Background: an optimization exercise with open tools, aiming at small area and a short achievable clock period. Do not read the settings as production practice. Power figures rest on the tool's default switching activity, not on a simulated workload.

==> run Y <==
==> flow/design.v <==
package exec_pkg;
    typedef logic [32-1:0] word_t;     
    typedef logic [5-1:0] shamt_t;   
    typedef enum logic [4:0] {
        ALU_PA   = 5'd0,     
        ALU_PB   = 5'd1,     
        ALU_ADD  = 5'd2,
        ALU_SUB  = 5'd3,
        ALU_SUBU = 5'd4,
        ALU_OR   = 5'd5,
        ALU_AND  = 5'd6,
        ALU_XOR  = 5'd7,
        ALU_NOR  = 5'd8,
        ALU_SLT  = 5'd9,     
        ALU_SLTU = 5'd10,    
        ALU_SLL  = 5'd11,
        ALU_SRL  = 5'd12,
        ALU_SRA  = 5'd13,
        ALU_NOP  = 5'd14
    } alu_op_t;
    typedef enum logic [1:0] {
        A_RS   = 2'd0,       
        A_LINK = 2'd1,       
        A_EXT  = 2'd2,       
        A_SPC  = 2'd3        
    } src_a_t;
    typedef enum logic [1:0] {
        B_RT  = 2'd0,        
        B_EXT = 2'd1         
    } src_b_t;
    typedef enum logic [1:0] {
        FWD_NONE = 2'd0,     
        FWD_ALU  = 2'd1,     
        FWD_MEM  = 2'd2      
    } fwd_t;
    typedef logic [11-1:0] ctrl_t;
endpackage
module alu_logic (
    input  exec_pkg::word_t    a_i,
    input  exec_pkg::word_t    b_i,
    input  exec_pkg::ctrl_t    ctrl_i,
    output exec_pkg::word_t    y_o
);
    localparam int W     = 32;
    localparam int LOG_W = $clog2(W);
    logic [W:0]      sum;
    exec_pkg::word_t logic_y;
    logic            lt_u;
    logic            lt_s;
    logic            lt;
    logic [3:0]      lut;
    logic [W-1:0] p;
    logic [W-1:0] g;
    logic [W-1:0] gp [0:LOG_W];      
    logic [W-1:0] pp [0:LOG_W];      
    assign p = a_i ^ b_i;
    assign g = {a_i[W-1:1] & b_i[W-1:1],
                (a_i[0] & b_i[0]) | (p[0] & ctrl_i[5])};
    assign gp[0] = g;
    assign pp[0] = p;
    for (genvar l = 0; l < LOG_W; l++)
    begin : g_pfx
        for (genvar i = 0; i < W; i++)
        begin : g_bit
            if ((i >> l) & 1)
            begin : g_op
                localparam int J = ((i >> l) << l) - 1;
                assign gp[l+1][i] = gp[l][i] | (pp[l][i] & gp[l][J]);
                assign pp[l+1][i] = pp[l][i] & pp[l][J];
            end
            else
            begin : g_pass
                assign gp[l+1][i] = gp[l][i];
                assign pp[l+1][i] = pp[l][i];
            end
        end
    end
    assign sum[0]   = p[0] ^ ctrl_i[5];
    assign sum[W:1] = {gp[LOG_W][W-1], p[W-1:1] ^ gp[LOG_W][W-2:0]};
    assign lt_u = ~sum[W];
    assign lt_s = (a_i[W-1] == b_i[W-1]) ? a_i[W-1] : sum[W-1];
    assign lt   = ctrl_i[7] ? lt_s : lt_u;
    assign lut = ctrl_i[3:0];
    for (genvar i = 0; i < W; i++)
    begin : g_logic
        assign logic_y[i] = lut[{a_i[i], b_i[i]}];
    end
    assign y_o = logic_y
               | (sum[W-1:0] & {W{ctrl_i[4]}})
               | {{(W-1){1'b0}}, lt & ctrl_i[6]};
endmodule
module barrel_shifter (
    input  exec_pkg::word_t    value_i,
    input  exec_pkg::shamt_t   amount_i,
    input  exec_pkg::ctrl_t    ctrl_i,
    output exec_pkg::word_t    y_o
);
    localparam int W      = 32;
    localparam int LEVELS = 5;
    exec_pkg::shamt_t rot;
    logic             fill;
    logic             rot_zero;
    exec_pkg::word_t  level [0:LEVELS];
    exec_pkg::word_t  keep;
    assign rot      = amount_i;
    assign rot_zero = (amount_i == '0);
    assign fill     = ctrl_i[10] & value_i[W-1];    
    assign level[0] = value_i;
    for (genvar i = 0; i < LEVELS; i++)
    begin : g_level
        localparam int STEP = 1 << i;
        assign level[i+1] = rot[i] ? {level[i][STEP-1:0], level[i][W-1:STEP]}
                                   : level[i];
    end
    for (genvar i = 0; i < W; i++)
    begin : g_mask
        assign keep[i] = rot_zero | ((32'(rot) + i >= W) == ctrl_i[9]);
        assign y_o[i]  = ctrl_i[8] & (keep[i] ? level[LEVELS][i] : fill);
    end
endmodule
module operand_select (
    input  logic               clk,
    input  logic               rst,
    input  logic               valid_i,
    input  exec_pkg::alu_op_t  alu_op_i,
    input  exec_pkg::src_a_t   src_a_i,
    input  exec_pkg::src_b_t   src_b_i,
    input  exec_pkg::fwd_t     fwd_a_i,
    input  exec_pkg::fwd_t     fwd_b_i,
    input  exec_pkg::fwd_t     fwd_st_i,
    input  logic               spc_clr_i,
    input  exec_pkg::word_t    rs_i,
    input  exec_pkg::word_t    rt_i,
    input  exec_pkg::word_t    ext_i,
    input  exec_pkg::word_t    pc_i,
    input  exec_pkg::word_t    fw_alu_i,
    input  exec_pkg::word_t    fw_mem_i,
    output logic               valid_o,
    output exec_pkg::ctrl_t    ctrl_o,
    output exec_pkg::word_t    a_o,
    output exec_pkg::word_t    b_o,
    output exec_pkg::word_t    store_o,
    output exec_pkg::word_t    spc_o
);
    exec_pkg::word_t st_fwd;
    exec_pkg::word_t link_addr;
    exec_pkg::word_t a_sel;
    exec_pkg::word_t b_sel;
    exec_pkg::ctrl_t ctrl;
    logic a_rs, a_fa, a_fm, a_link, a_ext, a_spc;
    logic b_rt, b_fa, b_fm, b_ext;
    logic s_rt, s_fa, s_fm;
    assign a_rs   = (src_a_i == exec_pkg::A_RS) & (fwd_a_i == exec_pkg::FWD_NONE);
    assign a_fa   = (src_a_i == exec_pkg::A_RS) & (fwd_a_i == exec_pkg::FWD_ALU);
    assign a_fm   = (src_a_i == exec_pkg::A_RS) & fwd_a_i[1];
    assign a_link = (src_a_i == exec_pkg::A_LINK);
    assign a_ext  = (src_a_i == exec_pkg::A_EXT);
    assign a_spc  = (src_a_i == exec_pkg::A_SPC);
    assign b_rt   = ~src_b_i[0] & (fwd_b_i == exec_pkg::FWD_NONE);
    assign b_fa   = ~src_b_i[0] & (fwd_b_i == exec_pkg::FWD_ALU);
    assign b_fm   = ~src_b_i[0] & fwd_b_i[1];
    assign b_ext  = src_b_i[0];
    assign s_rt   = (fwd_st_i == exec_pkg::FWD_NONE);
    assign s_fa   = (fwd_st_i == exec_pkg::FWD_ALU);
    assign s_fm   = fwd_st_i[1];
    exec_pkg::word_t carry;      
    assign carry[2:0] = 3'b100;
    for (genvar i = 3; i < 32; i++)
    begin : g_inc
        assign carry[i] = &pc_i[i-1:2];
    end
    assign link_addr = pc_i ^ carry;     
    assign a_sel = ({32{a_rs}}   & rs_i)
                 | ({32{a_fa}}   & fw_alu_i)
                 | ({32{a_fm}}   & fw_mem_i)
                 | ({32{a_link}} & link_addr)
                 | ({32{a_ext}}  & ext_i)
                 | ({32{a_spc}}  & spc_o);     
    assign b_sel = ({32{b_rt}}  & rt_i)
                 | ({32{b_fa}}  & fw_alu_i)
                 | ({32{b_fm}}  & fw_mem_i)
                 | ({32{b_ext}} & ext_i);
    assign st_fwd = ({32{s_rt}} & rt_i)
                  | ({32{s_fa}} & fw_alu_i)
                  | ({32{s_fm}} & fw_mem_i);
    always_comb
    begin
        ctrl = '0;
        case (alu_op_i)
            exec_pkg::ALU_PA:   ctrl[3:0] = 4'b1100;
            exec_pkg::ALU_PB:   ctrl[3:0] = 4'b1010;
            exec_pkg::ALU_ADD:  ctrl[4] = 1'b1;
            exec_pkg::ALU_SUB,
            exec_pkg::ALU_SUBU: begin ctrl[4] = 1'b1; ctrl[5] = 1'b1; end
            exec_pkg::ALU_OR:   ctrl[3:0] = 4'b1110;
            exec_pkg::ALU_AND:  ctrl[3:0] = 4'b1000;
            exec_pkg::ALU_XOR:  ctrl[3:0] = 4'b0110;
            exec_pkg::ALU_NOR:  ctrl[3:0] = 4'b0001;
            exec_pkg::ALU_SLT:  begin ctrl[6] = 1'b1; ctrl[7] = 1'b1; ctrl[5] = 1'b1; end
            exec_pkg::ALU_SLTU: begin ctrl[6] = 1'b1; ctrl[5] = 1'b1; end
            exec_pkg::ALU_SLL:  begin ctrl[8] = 1'b1; ctrl[9] = 1'b1; end
            exec_pkg::ALU_SRL:  ctrl[8] = 1'b1;
            exec_pkg::ALU_SRA:  begin ctrl[8] = 1'b1; ctrl[10] = 1'b1; end
            default: ;           
        endcase
    end
    always_ff @(posedge clk)
    begin
        if (!rst)
            spc_o <= '0;
        else if (spc_clr_i)
            spc_o <= '0;
        else if (valid_i)
            spc_o <= pc_i;
    end
    always_ff @(posedge clk)
    begin
        if (!rst)
            valid_o <= 1'b0;
        else
            valid_o <= valid_i;
    end
    always_ff @(posedge clk)
    begin
        ctrl_o  <= ctrl;
        a_o     <= {a_sel[32-1:5],
                    ctrl[9] ? exec_pkg::shamt_t'(-a_sel[5-1:0])
                                          : a_sel[5-1:0]};
        b_o     <= b_sel ^ {32{ctrl[5]}};
        store_o <= st_fwd;
    end
endmodule
module result_stage (
    input  logic               clk,
    input  logic               rst,
    input  logic               valid_i,
    input  exec_pkg::ctrl_t    ctrl_i,
    input  exec_pkg::word_t    a_i,
    input  exec_pkg::word_t    b_i,
    input  exec_pkg::word_t    store_i,
    output logic               valid_o,
    output exec_pkg::word_t    result_o,
    output exec_pkg::word_t    store_data_o
);
    exec_pkg::word_t alu_y;
    exec_pkg::word_t shift_y;
    alu_logic i_alu (
        .a_i    (a_i),
        .b_i    (b_i),
        .ctrl_i (ctrl_i),
        .y_o    (alu_y)
    );
    barrel_shifter i_shifter (
        .value_i  (b_i),
        .amount_i (a_i[5-1:0]),
        .ctrl_i   (ctrl_i),
        .y_o      (shift_y)
    );
    always_ff @(posedge clk)
    begin
        if (!rst)
            valid_o <= 1'b0;
        else
            valid_o <= valid_i;
    end
    always_ff @(posedge clk)
    begin
        result_o     <= alu_y | shift_y;     
        store_data_o <= store_i;
    end
endmodule
module exec_stage (
    input  logic               clk,
    input  logic               rst,
    input  logic               valid_i,
    input  exec_pkg::alu_op_t  alu_op_i,
    input  exec_pkg::src_a_t   src_a_i,
    input  exec_pkg::src_b_t   src_b_i,
    input  exec_pkg::fwd_t     fwd_a_i,
    input  exec_pkg::fwd_t     fwd_b_i,
    input  exec_pkg::fwd_t     fwd_st_i,
    input  logic               spc_clr_i,
    input  exec_pkg::word_t    rs_i,
    input  exec_pkg::word_t    rt_i,
    input  exec_pkg::word_t    ext_i,
    input  exec_pkg::word_t    pc_i,
    input  exec_pkg::word_t    fw_alu_i,
    input  exec_pkg::word_t    fw_mem_i,
    output logic               valid_o,
    output exec_pkg::word_t    result_o,
    output exec_pkg::word_t    store_data_o,
    output exec_pkg::word_t    spc_o
);
    logic    op_valid;
    exec_pkg::ctrl_t   op_ctrl;
    exec_pkg::word_t   op_a;
    exec_pkg::word_t   op_b;
    exec_pkg::word_t   op_store;
    operand_select i_operand_select (
        .clk       (clk),
        .rst       (rst),
        .valid_i   (valid_i),
        .alu_op_i  (alu_op_i),
        .src_a_i   (src_a_i),
        .src_b_i   (src_b_i),
        .fwd_a_i   (fwd_a_i),
        .fwd_b_i   (fwd_b_i),
        .fwd_st_i  (fwd_st_i),
        .spc_clr_i (spc_clr_i),
        .rs_i      (rs_i),
        .rt_i      (rt_i),
        .ext_i     (ext_i),
        .pc_i      (pc_i),
        .fw_alu_i  (fw_alu_i),
        .fw_mem_i  (fw_mem_i),
        .valid_o   (op_valid),
        .ctrl_o    (op_ctrl),
        .a_o       (op_a),
        .b_o       (op_b),
        .store_o   (op_store),
        .spc_o     (spc_o)
    );
    result_stage i_result_stage (
        .clk          (clk),
        .rst          (rst),
        .valid_i      (op_valid),
        .ctrl_i       (op_ctrl),
        .a_i          (op_a),
        .b_i          (op_b),
        .store_i      (op_store),
        .valid_o      (valid_o),
        .result_o     (result_o),
        .store_data_o (store_data_o)
    );
endmodule
==> flow/run.sh <==
#!/bin/bash
# synth_recipe.tcl (not shown) runs the flow's synth.tcl, then flattens the netlist and writes it again
# the make line also repeats each setting of config.mk as NAME=value (left out here)
make -C /OpenROAD-flow-scripts/flow DESIGN_CONFIG=/design/flow/config.mk WORK_HOME=/design/flow/orfs CLKGATE_MAP_FILE= SYNTH_SCRIPT=/design/flow/synth_recipe.tcl finish
==> flow/config.mk <==
export PLATFORM = sky130hd
export DESIGN_NAME = exec_stage
export DESIGN_NICKNAME = exec_stage
export VERILOG_FILES = /design/flow/design.v
export SDC_FILE = /design/flow/constraint.sdc
export NUM_CORES = 4
export LEC_CHECK = 0
export CAP_MARGIN = 20
export CORE_MARGIN = 2
export CORE_UTILIZATION = 50
export SLEW_MARGIN = 20
==> flow/constraint.sdc <==
create_clock -name core_clock -period 4.5 [get_ports {clk}]
set_input_delay 0.9000 -clock core_clock [delete_from_list [all_inputs] [get_ports {clk}]]
set_output_delay 0.9000 -clock core_clock [all_outputs]
set_load 0.01 [all_outputs]
==> inputs of run K, as changes to run Y <==
==> flow/flow/run.sh (new file) <==
#!/bin/bash
# The standard layout with two changes:
#  - Yosys's ABC step maps for area with the script in flow/area.abc
#    (registers, their names and cell types are untouched)
#  - every port gets the smallest buffer, sky130_fd_sc_hd__buf_1
# Each tool's output goes to a log file in this folder.
set -euo pipefail
HERE=$(pwd)

# synthesis script: the standard flow's, with the ABC script swapped
sed -e 's#^source \$::env(SCRIPTS_DIR)/synth_preamble.tcl$#&\nset abc_args [lreplace $abc_args 1 1 $::env(MY_ABC_SCRIPT)]#' \
    "$FLOW_HOME/scripts/synth.tcl" > my_synth_body.tcl
grep -q MY_ABC_SCRIPT my_synth_body.tcl
sed -e "s#^source \$::env(SCRIPTS_DIR)/synth.tcl\$#source $HERE/my_synth_body.tcl#" \
    synth_recipe.tcl > my_synth_recipe.tcl
grep -q my_synth_body my_synth_recipe.tcl

sed -e "s#SYNTH_SCRIPT=[^ ]*#SYNTH_SCRIPT=$HERE/my_synth_recipe.tcl#" standard.sh > my_standard.sh
grep -q my_synth_recipe my_standard.sh

export MY_ABC_SCRIPT="$HERE/flow/area.abc"
export BUFFER_PORTS_ARGS="-buffer_cell sky130_fd_sc_hd__buf_1"
bash my_standard.sh > flow.log 2>&1
==> flow/flow/area.abc (new file) <==
strash
dch
amap
topo
stime -c
==> flow/standard.sh (new file) <==
#!/bin/bash
# synth_recipe.tcl (not shown) runs the flow's synth.tcl, then flattens the netlist and writes it again
# the make line also repeats each setting of config.mk as NAME=value (left out here)
make -C /OpenROAD-flow-scripts/flow DESIGN_CONFIG=/design/flow/config.mk WORK_HOME=/design/flow/orfs CLKGATE_MAP_FILE= SYNTH_SCRIPT=/design/flow/synth_recipe.tcl "${@:-finish}"
- SETUP_SLACK_MARGIN: unset -> 1.5
removed: flow/run.sh
==> run notes <==
- Of run K and run Y, run Y has the higher clock-buffer cell count (gap 1).
- Between run Y and run K, the lower first-iteration DRC count is in run Y (gap about 20%, measured against run K).
- Synthesized cell count: run Y is larger than run K (about 19%).
- Via count: run K is smaller than run Y (about 2.8%).
- In run Y the register-to-register slack is lower than in run K, by 0.19 ns.
- Against run K, the final area of run Y is larger by about 22%.
==> figures <==
| quantity | run Y | run K |
|---|---|---|
| Worst R2R End | i_result_stage.result_o[0] | i_result_stage.result_o[29] |
| Layout cell share with drive strength beyond 1 | 9.97% | 10.2% |
| Power dissipated in combinational cells | 2470 uW | 2090 uW |
| Number of antenna violations at the first check in global routing | 3 | 2 |
| Area used by multi-input combinational logic | 9650 um^2 | 7490 um^2 |
| Slowest cell on the critical path | sky130_fd_sc_hd__dfxtp_1 | sky130_fd_sc_hd__or4_1 |
| End-of-flow core utilization | 64.9% | 65.0% |
| Status | timing/DRC/antenna clean | timing/DRC/antenna clean |
| Share of cell area taken by muxes after synthesis | 19.9% | 0% |
| Cell count of the worst reg-to-reg path | 11 | 18 |
| Instance count after placement with tap cells included | 2350 | 2158 |
| Most instantiated library cell after synthesis | sky130_fd_sc_hd__nand2_1 | sky130_fd_sc_hd__dfxtp_1 |
| Top routing layer used | met5 | met4 |
No functional check of the RTL was part of any run of this note.

==> re-timing with driven ports <==
In the flow no input, the clock included, has a driving cell. The finished layouts below were timed again as built, in two steps.
Step 1 (the two cells are an assumption about what drives the block):
set clk [get_ports {clk}]
set_driving_cell -lib_cell sky130_fd_sc_hd__clkbuf_16 $clk
set_driving_cell -lib_cell sky130_fd_sc_hd__buf_2 [delete_from_list [all_inputs] $clk]
Step 2 adds t to the input delays and takes it off the output delays; t is the mean of the earliest and latest rising clock arrival at the registers after step 1. Input paths then give back, and output paths get back, about the clock's delay inside the block.
Three values: ideal ports, drivers, drivers and shift; two values: the first two.
run | shift t [ns] | setup WS [ns] | worst setup path at the end | latest minus earliest clock arrival (ns)
run Y | 0.575 | 0.767 / 0.767 / 0.457 | input to register | 0.023 / 0.023
run K | 0.586 | 0.960 / 0.960 / 0.960 | register to register | 0.016 / 0.016
After both steps setup and hold are still met in every run listed. The setup slack of run Y, which loses most, moves by 0.000 ns with the drivers and by -0.310 ns with both steps.
